Source: an optimization exercise on an open RTL-to-GDS flow (aim: small area, a short achievable clock period and few clock cycles per item). Production flows keep margins and buffers that such runs may drop. Only simulation tests tie the RTL to the original design; equivalence was not proved.

==> flow/design.v, too long to show whole: its modules and the start of the top module <==
// module arr_mult_fa: 10 lines
// module arr_mult_ha: 9 lines
// module arr_multiplier_pipe: 3420 lines
module arr_multiplier_pipe #(
  parameter int INPUT_BIT_SIZE = 32,
  parameter int STAGES         = 4
) (
  input  logic                          Clk,
  input  logic                          Reset,
  input  logic                          InValid,
  output logic                          InReady,
  input  logic [INPUT_BIT_SIZE-1:0]     InA,
  input  logic [INPUT_BIT_SIZE-1:0]     InB,
  input  logic                          Signed,
  output logic                          OutValid,
  input  logic                          OutReady,
  output logic [2*INPUT_BIT_SIZE-1:0]   Out
);
  // ...
==> flow/flow/run.sh <==
#!/bin/bash
# The standard layout (standard.sh), with three changes to how it is made:
#  - the input and output ports get sky130_fd_sc_hd__buf_2 buffers instead of the
#    buffer the resizer picks on its own (a slow delay cell);
#  - the resizer's timing repair aims for SETUP_SLACK_MARGIN ns of setup slack, so it
#    works on the paths that set the achieved period, not only on violations;
#  - clock tree synthesis adds no dummy loads (same clustering as config.mk).
# The clock period, SDC and every other setting are the standard flow's. The make output goes to
# standard.log; each ORFS step keeps its own log under orfs/logs/.
set -euo pipefail
export SETUP_SLACK_MARGIN=18.0
export BUFFER_PORTS_ARGS="-buffer_cell sky130_fd_sc_hd__buf_2"
export CTS_ARGS="-sink_clustering_enable -repair_clock_nets -dont_use_dummy_load -sink_clustering_size 40 -sink_clustering_max_diameter 60"
bash standard.sh > standard.log 2>&1
==> flow/standard.sh <==
#!/bin/bash
# synth_recipe.tcl (not shown) runs the flow's synth.tcl, then flattens the netlist and writes it again
# the make line also repeats each setting of config.mk as NAME=value (left out here)
make -C /OpenROAD-flow-scripts/flow DESIGN_CONFIG=/design/flow/config.mk WORK_HOME=/design/flow/orfs CLKGATE_MAP_FILE= SYNTH_SCRIPT=/design/flow/synth_recipe.tcl "${@:-finish}"
==> flow/config.mk <==
export PLATFORM = sky130hd
export DESIGN_NAME = arr_multiplier_pipe
export DESIGN_NICKNAME = arr_multiplier_pipe
export VERILOG_FILES = /design/flow/design.v
export SDC_FILE = /design/flow/constraint.sdc
export NUM_CORES = 4
export LEC_CHECK = 0
export ABC_AREA = 1
export CAP_MARGIN = 20
export CORE_MARGIN = 2
export CORE_UTILIZATION = 50
export CTS_CLUSTER_DIAMETER = 100
export CTS_CLUSTER_SIZE = 25
export PLACE_DENSITY = 0.65
export SLEW_MARGIN = 20
export SYNTH_HIERARCHICAL = 1
export SYNTH_MINIMUM_KEEP_SIZE = 0
==> flow/constraint.sdc <==
create_clock -name core_clock -period 24.0 [get_ports {Clk}]
set_input_delay 4.8000 -clock core_clock [delete_from_list [all_inputs] [get_ports {Clk}]]
set_output_delay 4.8000 -clock core_clock [all_outputs]
set_load 0.01 [all_outputs]
==> flow_summary.json, run 1 <==
{
  "setup-violations-final": 0,
  "tapcell.inserted": 782,
  "synth_edf_count": 218,
  "signal_buffer_area_fraction": 0.0481,
  "reg2reg_from": "a[31]",
  "syn_avg_cell_area_um2": 10.9,
  "final_cell_mix": "xor2_1, fa_1, o22ai_1, nand2_1, edfxtp_1",
  "syn_inst": 2819,
  "grt_setup_unrepaired": "no",
  "run_status": "complete, no violations",
  "hold_path_class": "reg -> reg",
  "startpoint_type": "register",
  "cp_num_buf_inv": 1,
  "setup_total_negative_slack_ps": 0,
  "most_crowded_layer_after_global_routing": "met2",
  "grt_util_met3": 0.0910,
  "crit_type": "reg -> out",
  "register_area_share_after_synthesis": 0.259,
  "synth_largest_type_area_fraction": 0.330,
  "drcViolationCount": 0,
  "flops_and_latches": 287,
  "worst-path-stages": 1,
  "synth_area_um2": 30700,
  "buffers_excl_clock": 230,
  "post_cts_resize_count": 26,
  "holdPathEnd": "q_q[62]",
  "post-synth-top-count-cell": "xor2_1",
  "register_area_um2": 7960,
  "grt_remaining_overflow": 0,
  "ys_warn_count": 7,
  "met1_usage": 0.435,
  "drt_pre_antenna_iters": 6,
  "htree_num_levels": 1,
  "ctsHoldBuffers": 0,
  "grt_max_degree": 112,
  "drive_gt1_frac": 0.110,
  "drt_wl_total_mm": 102,
  "yosys-top-cells-area": "fa_1, edfxtp_1, xor2_1",
  "worst_hold_slack_ps": 447,
  "grt_pass1_wl_mm": 153,
  "nNetsFinal": 3454,
  "ctsLongestPathBuffers": 3
}
Testbench counts, summed over its fixed seeds: cycles 12,024, items 12,000.
==> run 2: changes to the inputs <==
--- a/flow/flow/run.sh
+++ b/flow/flow/run.sh
@@ -10,5 +10,5 @@
 set -euo pipefail
 export SETUP_SLACK_MARGIN=18.0
 export BUFFER_PORTS_ARGS="-buffer_cell sky130_fd_sc_hd__buf_2"
-export CTS_ARGS="-sink_clustering_enable -repair_clock_nets -dont_use_dummy_load -sink_clustering_size 40 -sink_clustering_max_diameter 60"
+export CTS_ARGS="-sink_clustering_enable -repair_clock_nets -dont_use_dummy_load -sink_clustering_size 25 -sink_clustering_max_diameter 100"
 bash standard.sh > standard.log 2>&1
--- a/flow/config.mk
+++ b/flow/config.mk
@@ -11,6 +11,7 @@
 export CORE_UTILIZATION = 50
 export CTS_CLUSTER_DIAMETER = 100
 export CTS_CLUSTER_SIZE = 25
+export GPL_TIMING_DRIVEN = 0
 export PLACE_DENSITY = 0.65
 export SLEW_MARGIN = 20
 export SYNTH_HIERARCHICAL = 1
==> run 2 against run 1 <==
Clock skew is 2.5 ps higher. Synthesized cell count stayed put. Core utilization is 0.86 points higher. Die area stayed put. Largest cell class unchanged. Cell count is 5.7% higher. Area after synthesis stayed put. Still clean. Sequential cell count stayed put. Global-route usage is 7.3 points higher.
==> flow_summary.json, run 2 <==
{
  "cp_num_buf_inv": 1,
  "crit_type": "reg -> out",
  "fin_crit_ps": 5950,
  "place_congestion": 1.06,
  "route.detailed.vias_per_inst": 6.42,
  "synthToLayoutAreaGrowth_pct": 9.27,
  "dpl-instance-area_um2": 32500,
  "maxSlewHeadroom": 0.249,
  "post_synth_net_total": 3470,
  "critical-path-top-delay-family": "flip-flops",
  "first_global_vias": 24845,
  "layout.cell_area.non_filler_um2": 33600,
  "timing.critical_path.slowest_stage_cell": "dfrtp_1",
  "ctsHoldBuffers": 0,
  "grt_max_degree": 68,
  "ys_types": 34,
  "final_cell_mix": "xor2_1, fa_1, o22ai_1, nand2_1, edfxtp_1",
  "numCtsBuffers": 16,
  "number_of_clock_sinks": 287,
  "grt_setup_unrepaired": "yes",
  "synth_seq_cells": 287,
  "routed_wire_per_std_cell_um": 33.0,
  "yosys-top-cells-area": "fa_1, edfxtp_1, xor2_1",
  "grt_pass1_wl_mm": 177,
  "antenna_violations_before_repair": 4,
  "start_util": 0.507,
  "cpPeakStageDelay_ps": 440,
  "run_status": "complete, no violations",
  "crit_start": "o_vl",
  "drt_pre_antenna_iters": 6,
  "dieArea_um2": 63500,
  "critical_path_peak_fanout": 2,
  "initialDrtViolationCount": 3193,
  "synth_area_um2": 30700,
  "synth.cells.most_frequent": "xor2_1, fa_1, o22ai_1",
  "final_common_cell": "xor2_1",
  "worst_hold_slack_ps": 455,
  "hold_path_startpoint": "q_q[32]",
  "num_rows": 90,
  "drcViolationCount": 0,
  "synth_ff_type": "edfxtp_1",
  "synth_area_leader_cell": "fa_1",
  "ys_async_sr_fraction": 0.0174,
  "nNetsFinal": 3656,
  "setup-violations-final": 0,
  "ios": 135,
  "design.core.area_um2": 60600,
  "register_area_share_after_synthesis": 0.259,
  "htree_num_levels": 1,
  "fin_skew_ps": 68.6,
  "post_layout_nonfiller_instances": 3787,
  "place_hpwl_mm": 99.1,
  "post-synth-top-count-cell": "xor2_1",
  "layout.core_utilization": 0.554,
  "die_h_um": 252,
  "end_kind": "primary output",
  "global_route_usage_over_all_layers": 0.396,
  "drive_gt1_frac": 0.119,
  "grt_remaining_overflow": 0,
  "reg2reg_from": "b[3]",
  "syn_inst": 2819,
  "critical_path.cell_chain": "buf_2",
  "vias": 24309,
  "setup_total_negative_slack_ps": 0,
  "drtAntennaViolNets": 0,
  "largestRegisters": "o_q: 64 flops, q_q: 64 flops",
  "synth_edf_count": 218,
  "dpl.cell_count": 3737,
  "fp.dieW_um": 252,
  "path_clk_slew_ps": 90,
  "layout_worst_path_cycle_share": 0.248,
  "drv.max_cap_violation_count": 0,
  "source_to_sink_clock_delay_at_the_later_pin_of_the_worst_skew_pair_ps": 560,
  "worst_slew_pin_slew_ps": 1130,
  "timing.final.hold_violations": 0,
  "clock_tree_from_tritoncts": "done",
  "startpoint_type": "register",
  "root_buffer": "clkbuf_16",
  "drt_wl_total_mm": 125,
  "syn_avg_cell_area_um2": 10.9,
  "critical_path_required_ps": 19200,
  "timing.final.max_slew_violations": 0,
  "numPortBuffers": 134,
  "hold_path_class": "reg -> reg",
  "ys_warn_count": 7,
  "clock.fmax_mhz": 168,
  "cp.arrival_ps": 1150,
  "ctsLongestPathBuffers": 3,
  "synth_largest_type_area_fraction": 0.330
}
==> run 2: cells by family after synthesis <==
kind of cell,count (synthesis),share of synthesized area
AOI/OAI and AO/OA,611,0.123
xor gates and xnor gates,544,0.155
adders and majority gates,582,0.361
buffers and inverters,420,0.0532
DFF,287,0.259
and+or+nand+nor,375,0.0487
==> run 2: worst paths after layout <==
kind	endpoint	slack [ps]	cells after the start
hold reg to reg	q_q[32]	450	2
setup / recovery	OutValid	18050	1
hold / removal	q_q[32]	450	2
setup reg to reg	m_x42	18050	16
min in group asynchronous	r_vl	4050	1
max in group asynchronous	o_vl	19810	1
==> run 2: per-module statistics from Yosys (local to each module, per instance) <==
module	cells	area (um^2)	copies in the design
arr_mult_ha	1	12.5	8
arr_multiplier_pipe	2309	20600	1
arr_mult_fa	1	20.0	502
==> run 2: layout make-up <==
cell class,count,area [um^2]
Multi-Input combinational cell,2112,21400
Timing Repair Buffer,168,1030
Buffer,276,1230
Antenna cell,2,5.00
Sequential cell,287,7950
Clock buffer,16,400
Fill cell,5328,27000
Tap cell,782,978
Inverter,144,576
==> run 2: timing repair <==
item / 4_1_cts / 5_1_grt
resized for setup: 63 / 118
hold endpoints to repair: 0 / 0
setup buffers: 14 / 18
pin swaps: 4 / 8
setup endpoints to repair: 42 / 26
==> run 2: per-stage QoR <==
step | setup WS (ps)
global route | 17970
finish | 18050
floorplan | 18300
CTS | 17970
global placement | 16470
detailed placement | 17330
==> run 2: metal layers <==
layer | up-vias | part of all wire | GRT usage | wire length, um
met5 | - | 0.0021 | 0.0286 | 264
met3 | 329 | 0.13 | 0.142 | 16500
li1 | 9942 | - | - | -
met2 | 1772 | 0.42 | 0.567 | 52100
met1 | 12255 | 0.39 | 0.538 | 49000
met4 | 11 | 0.057 | 0.178 | 7110
==> run 3: changes to the inputs <==
--- a/flow/config.mk
+++ b/flow/config.mk
@@ -11,7 +11,6 @@
 export CORE_UTILIZATION = 50
 export CTS_CLUSTER_DIAMETER = 100
 export CTS_CLUSTER_SIZE = 25
-export GPL_TIMING_DRIVEN = 0
 export PLACE_DENSITY = 0.65
 export SLEW_MARGIN = 20
 export SYNTH_HIERARCHICAL = 1
==> run 3 against run 2 <==
Worst hold slack worse by 2.9 ps. Critical path type unchanged. Global-route usage decreased by 7.2 points. Die area is the same. Register-to-register slack improved by 50 ps. Non-clock buffer count shrank 207.
==> flow_summary.json, run 3 <==
{
  "place_ws_ps": 17630,
  "yosys-top-cells-area": "fa_1, edfxtp_1, xor2_1",
  "cpPeakStageDelay_ps": 410,
  "run_status": "complete, no violations",
  "fin_skew_ps": 58.1,
  "cp_num_buf_inv": 1,
  "global_route_usage_over_all_layers": 0.324,
  "vias": 23180,
  "antenna_cells_inserted": 0,
  "drive_gt1_frac": 0.108,
  "end_kind": "primary output",
  "routed_wire_per_std_cell_um": 28.5,
  "fp.dieW_um": 252,
  "final_cell_mix": "xor2_1, fa_1, o22ai_1, nand2_1, edfxtp_1",
  "design.core.area_um2": 60600,
  "largestRegisters": "o_q: 64 flops, q_q: 64 flops",
  "register_area_share_after_synthesis": 0.259,
  "layout_worst_path_cycle_share": 0.247,
  "source_to_sink_clock_delay_at_the_later_pin_of_the_worst_skew_pair_ps": 570,
  "path_clk_slew_ps": 100,
  "clock_tree_from_tritoncts": "done",
  "htree_num_levels": 1,
  "num_rows": 90,
  "synth_seq_cells": 287,
  "dieArea_um2": 63500,
  "wl_met1_mm": 39.7,
  "timing.critical_path.slowest_stage_cell": "dfrtp_1",
  "routed.top_layer": "met5",
  "synth_area_leader_cell": "fa_1",
  "ios": 135,
  "syn_avg_cell_area_um2": 10.9,
  "grt_remaining_overflow": 0,
  "clock.fmax_mhz": 169,
  "synth_ff_type": "edfxtp_1",
  "regToRegSetupSlack_ps": 18100,
  "maxSlewHeadroom": 0.295,
  "fin_crit_ps": 5920,
  "synth_edf_count": 218,
  "critical_path_required_ps": 19200,
  "drtAntennaViolNets": 0,
  "post-synth-top-count-cell": "xor2_1",
  "finalWorstSetupSlack_ps": 18080,
  "layout.core_utilization": 0.543,
  "cp.arrival_ps": 1120,
  "first_global_vias": 24303,
  "grt_setup_unrepaired": "no",
  "ys_types": 34,
  "crit_type": "reg -> out",
  "critical_path.cell_chain": "buf_2",
  "grt_max_degree": 112,
  "number_of_clock_sinks": 287,
  "drt_wl_total_mm": 102,
  "final_common_cell": "xor2_1",
  "synth_largest_type_area_fraction": 0.330,
  "timing.final.hold_violations": 0,
  "route.detailed.vias_per_inst": 6.47,
  "numCtsBuffers": 16,
  "hold_path_class": "reg -> reg",
  "startpoint_type": "register",
  "drcViolationCount": 0,
  "syn_inst": 2819,
  "drv.max_cap_violation_count": 0,
  "start_util": 0.507,
  "place_congestion": 0.982,
  "n_fill_cell": 5302,
  "timing.final.max_slew_violations": 0,
  "critical-path-top-delay-family": "flip-flops",
  "critical_path_peak_fanout": 2,
  "setup-violations-final": 0,
  "synthToLayoutAreaGrowth_pct": 7.02,
  "root_buffer": "clkbuf_16",
  "synth_area_um2": 30700,
  "numPortBuffers": 134,
  "synth.cells.most_frequent": "xor2_1, fa_1, o22ai_1",
  "ys_async_sr_fraction": 0.0174,
  "met2_wirelength_mm": 44.4,
  "ctsLongestPathBuffers": 3,
  "antenna_violations_before_repair": 1,
  "post_synth_net_total": 3470,
  "initialDrtViolationCount": 2945,
  "nNetsFinal": 3452,
  "worst_slew_pin_slew_ps": 1060,
  "die_h_um": 252,
  "grt_pass1_wl_mm": 153,
  "place_hpwl_mm": 69.8,
  "setup_total_negative_slack_ps": 0,
  "ctsHoldBuffers": 0,
  "ys_warn_count": 7,
  "drt_pre_antenna_iters": 6,
  "wl_met3_mm": 11.9
}
[run 3: cells by family (layout without fill, tap and decap cells)]
group / after synthesis / count (layout) / synth area share
fa+ha+maj: 582 / 582 / 0.361
compound gates: 611 / 614 / 0.123
xor+xnor: 544 / 544 / 0.155
simple gates: 375 / 375 / 0.0487
buf+inv: 420 / 397 / 0.0532
flops: 287 / 287 / 0.259
[run 3: worst min-delay path: cells and delay by family, from the launching register on]
family / cells / cell delay [ps]
and+or+nand+nor: 2 / 100
DFF: 1 / 310
[run 3: routing by layer]
layer	track usage	up-vias
met5	0	-
met4	0.164	2
met3	0.0875	349
met2	0.479	1530
met1	0.440	11753
li1	-	9546
[run 3: stage by stage]
| stage | instance area (um^2) | hold WS [ps] | std cells |
|---|---|---|---|
| after global placement | 32000 | 430 | 3541 |
| after global routing | 32900 | 481 | 3581 |
| after CTS | 32600 | 459 | 3569 |
| after detailed placement | 32000 | 437 | 3541 |
| after floorplan | 30700 | 414 | 2819 |
| final | 32900 | 452 | 3581 |
[run 3: timing repair]
action,CTS,global route
pin swaps,3,4
cloned,3,0
setup buffers,9,12
setup endpoints to repair,25,18
resized for setup,25,40
[run 3: final timing paths]
check                      startpoint        to  cells after the start
max in group asynchronous       Reset      q_vl                      1
max                              o_vl  OutValid                      1
min                           q_q[62]   q_q[62]                      2
max reg2reg                     a[31]     m_x38                     12
min reg2reg                   q_q[62]   q_q[62]                      2
min in group asynchronous       Reset      r_vl                      1
[run 3: final cells by class]
type	instances	area (um^2)	share of cell area
clock buffer	16	400	0.0122
inverter	144	568	0.0173
multi-input combinational	2115	21300	0.649
sequential	287	7960	0.242
tap	782	978	0.0297
timing repair buffer	237	1650	0.0500
[run 3: Yosys stat by module, one instance, submodules excluded]
module	cells inside	area, um^2	flops+latches	times used
arr_multiplier_pipe	2309	20600	287	1
arr_mult_ha	1	12.5	0	8
arr_mult_fa	1	20.0	0	502
==> run 4: changes to the inputs <==
--- a/flow/config.mk
+++ b/flow/config.mk
@@ -8,10 +8,10 @@
 export ABC_AREA = 1
 export CAP_MARGIN = 20
 export CORE_MARGIN = 2
-export CORE_UTILIZATION = 50
+export CORE_UTILIZATION = 45
 export CTS_CLUSTER_DIAMETER = 100
 export CTS_CLUSTER_SIZE = 25
-export PLACE_DENSITY = 0.65
+export PLACE_DENSITY = 0.6
 export SLEW_MARGIN = 20
 export SYNTH_HIERARCHICAL = 1
 export SYNTH_MINIMUM_KEEP_SIZE = 0
==> run 4 against run 3 <==
Still clean. Cell count increased by 2.2%. Clock skew decreased by 3.6 ps. Final area decreased by 0.14%. Critical endpoint unchanged. Largest cell class unchanged.
==> flow_summary.json, run 4 <==
{
  "post-synth-top-count-cell": "xor2_1",
  "cpPeakStageDelay_ps": 420,
  "crit_type": "reg -> out",
  "n_fill_cell": 6069,
  "ys_types": 34,
  "startpoint_type": "register",
  "critical-path-top-delay-family": "flip-flops",
  "timing.final.hold_violations": 0,
  "fin_crit_ps": 5920,
  "timing.final.max_slew_violations": 0,
  "start_util": 0.456,
  "routed_wire_per_std_cell_um": 28.6,
  "synth_seq_cells": 287,
  "place_hpwl_mm": 72.5,
  "clock.fmax_mhz": 169,
  "run_status": "complete, no violations",
  "ys_async_sr_fraction": 0.0174,
  "layout_worst_path_cycle_share": 0.247,
  "final_common_cell": "xor2_1",
  "dieArea_um2": 70400,
  "path_clk_slew_ps": 100,
  "critical_path_peak_fanout": 2,
  "first_global_vias": 23537,
  "die_h_um": 265,
  "critical_path_required_ps": 19200,
  "worst_slew_pin_slew_ps": 919,
  "synth_area_leader_cell": "fa_1",
  "global_route_usage_over_all_layers": 0.297,
  "r2r_endpoint": "m_x38",
  "vias": 22913,
  "post_layout_nonfiller_instances": 3659,
  "drcViolationCount": 0,
  "nNetsFinal": 3439,
  "drv.max_cap_violation_count": 0,
  "setup_total_negative_slack_ps": 0,
  "synthToLayoutAreaGrowth_pct": 6.87,
  "crit_start": "o_vl",
  "final_cell_mix": "xor2_1, fa_1, o22ai_1, nand2_1, edfxtp_1",
  "hold_path_startpoint": "q_q[62]",
  "synth_largest_type_area_fraction": 0.330,
  "grt_setup_unrepaired": "yes",
  "clock_tree_from_tritoncts": "done",
  "drt_pre_antenna_iters": 6,
  "reg2reg_from": "b[13]",
  "ios": 135,
  "post_synth_net_total": 3470,
  "holdPathEnd": "q_q[62]",
  "fp.dieW_um": 265,
  "grt_remaining_overflow": 0,
  "numPortBuffers": 134,
  "drtAntennaViolNets": 0,
  "setup-violations-final": 0,
  "initialDrtViolationCount": 3030,
  "synth_edf_count": 218,
  "timing.critical_path.slowest_stage_cell": "dfrtp_1",
  "cp.arrival_ps": 1120,
  "antenna_cells_inserted": 0,
  "syn_avg_cell_area_um2": 10.9,
  "syn_inst": 2819,
  "number_of_clock_sinks": 287,
  "antenna_violations_before_repair": 1,
  "synth.cells.most_frequent": "xor2_1, fa_1, o22ai_1",
  "critical_path.cell_chain": "buf_2",
  "grt_max_degree": 75,
  "ys_warn_count": 7,
  "synth_area_um2": 30700,
  "worstRegToRegCells": 14,
  "drt_wl_total_mm": 104,
  "yosys-top-cells-area": "fa_1, edfxtp_1, xor2_1",
  "end_kind": "primary output",
  "dpl.cell_count": 3635,
  "cp_num_buf_inv": 1,
  "maxSlewHeadroom": 0.386,
  "ctsLongestPathBuffers": 3,
  "register_area_share_after_synthesis": 0.259,
  "regToRegSetupSlack_ps": 18130,
  "synth_ff_type": "edfxtp_1",
  "place_congestion": 0.961,
  "source_to_sink_clock_delay_at_the_later_pin_of_the_worst_skew_pair_ps": 560,
  "root_buffer": "clkbuf_16",
  "fin_skew_ps": 54.5,
  "num_rows": 95,
  "design.core.area_um2": 67400,
  "hold_path_class": "reg -> reg",
  "htree_num_levels": 1,
  "hold-path-cell-count": 2,
  "grt_pass1_wl_mm": 155,
  "route.detailed.vias_per_inst": 6.26,
  "numCtsBuffers": 17,
  "layout.core_utilization": 0.487,
  "drive_gt1_frac": 0.103,
  "largestRegisters": "o_q: 64 flops, q_q: 64 flops"
}
## run 4: cell counts after synthesis
No cell type changed its count.
## run 4: cells by family (layout without fill, tap and decap cells)
kind of cell	Yosys count	after routing	share of synthesized area
fa+ha+maj	582	582	0.361
simple gates	375	375	0.0487
buf+inv	420	387	0.0532
compound gates	611	611	0.123
xor+xnor	544	544	0.155
flops	287	287	0.259
## run 4: tightest hold or removal path: stages, from the launching register on
cell and delay, ps:
dfxtp_1 310, nand2_1 40, nand2_1 60
## run 4: worst max path at each step
stage	to	slack, ps	cells after the start
after floorplan	o_q[0]	18300	2
after global placement	o_q[49]	17670	4
after detailed placement	o_q[49]	17660	4
after CTS	m_x38	17960	14
after global routing	m_x38	17990	14
final	OutValid	18080	1
## run 4: modules after synthesis (local to each module, per instance)
| module | copies in the design | cell area (um^2) |
|---|---|---|
| arr_multiplier_pipe | 1 | 20600 |
| arr_mult_fa | 502 | 20.0 |
| arr_mult_ha | 8 | 12.5 |
## run 4: cell type report
class / instances / area (um^2) / share of cell area
Sequential cell: 287 / 7960 / 0.242
Inverter: 144 / 557 / 0.0170
Timing Repair Buffer: 226 / 1510 / 0.0458
Multi-Input combinational cell: 2112 / 21300 / 0.649
Clock buffer: 17 / 425 / 0.0130
Tap cell: 873 / 1090 / 0.0333
## run 4: metal layers
layer,part of all wire,GRT usage
met5,0,0.00208
met4,0.050,0.129
met3,0.11,0.0664
met2,0.44,0.448
met1,0.40,0.413
## run 4: what timing repair did
item | 4_1_cts | 5_1_grt
hold buffers | 0 | 0
endpoints found under the setup margin | 8 | 17
setup buffers | 0 | 7
gates resized for setup | 9 | 40
pin swaps | 0 | 2
## run 4: metrics by stage
stage                     area, um^2  hold WS [ps]  setup slack, ps
after global routing           32800           471            17990
after global placement         32200           432            17670
after detailed placement       32200           435            17660
after floorplan                30700           414            18300
final                          32800           456            18080
after CTS                      32700           460            17960

afterwards: timing with drivers on the ports:
Ports are ideal in the flow. The routed layouts listed here were re-timed in OpenROAD.
Step 1, drivers: a clkbuf_16 drives Clk and a buf_2 each remaining input, both assumed.
Step 2 times the ports against the registers' clock, not the clock port: input delays grow and output delays shrink by t, the midpoint of the rising clock arrivals with the driver on.
a / b / c = ideal ports / drivers / drivers and shift; a / b = the first two.
| run | t (ns) | setup slack, ns | latest minus earliest clock arrival (ns) |
|---|---|---|---|
| run 1 | 0.643 | 18.036 / 17.972 / 17.828 | 0.073 / 0.073 |
| run 2 | 0.593 | 18.047 / 17.982 / 17.779 | 0.069 / 0.069 |
| run 3 | 0.607 | 18.076 / 18.011 / 17.839 | 0.058 / 0.058 |
| run 4 | 0.596 | 18.081 / 18.018 / 17.713 | 0.055 / 0.054 |
After both steps setup and hold are still met in every run listed. For run 4, which loses most, drivers alone change the setup slack by -0.063 ns; drivers and shift together by -0.368 ns.
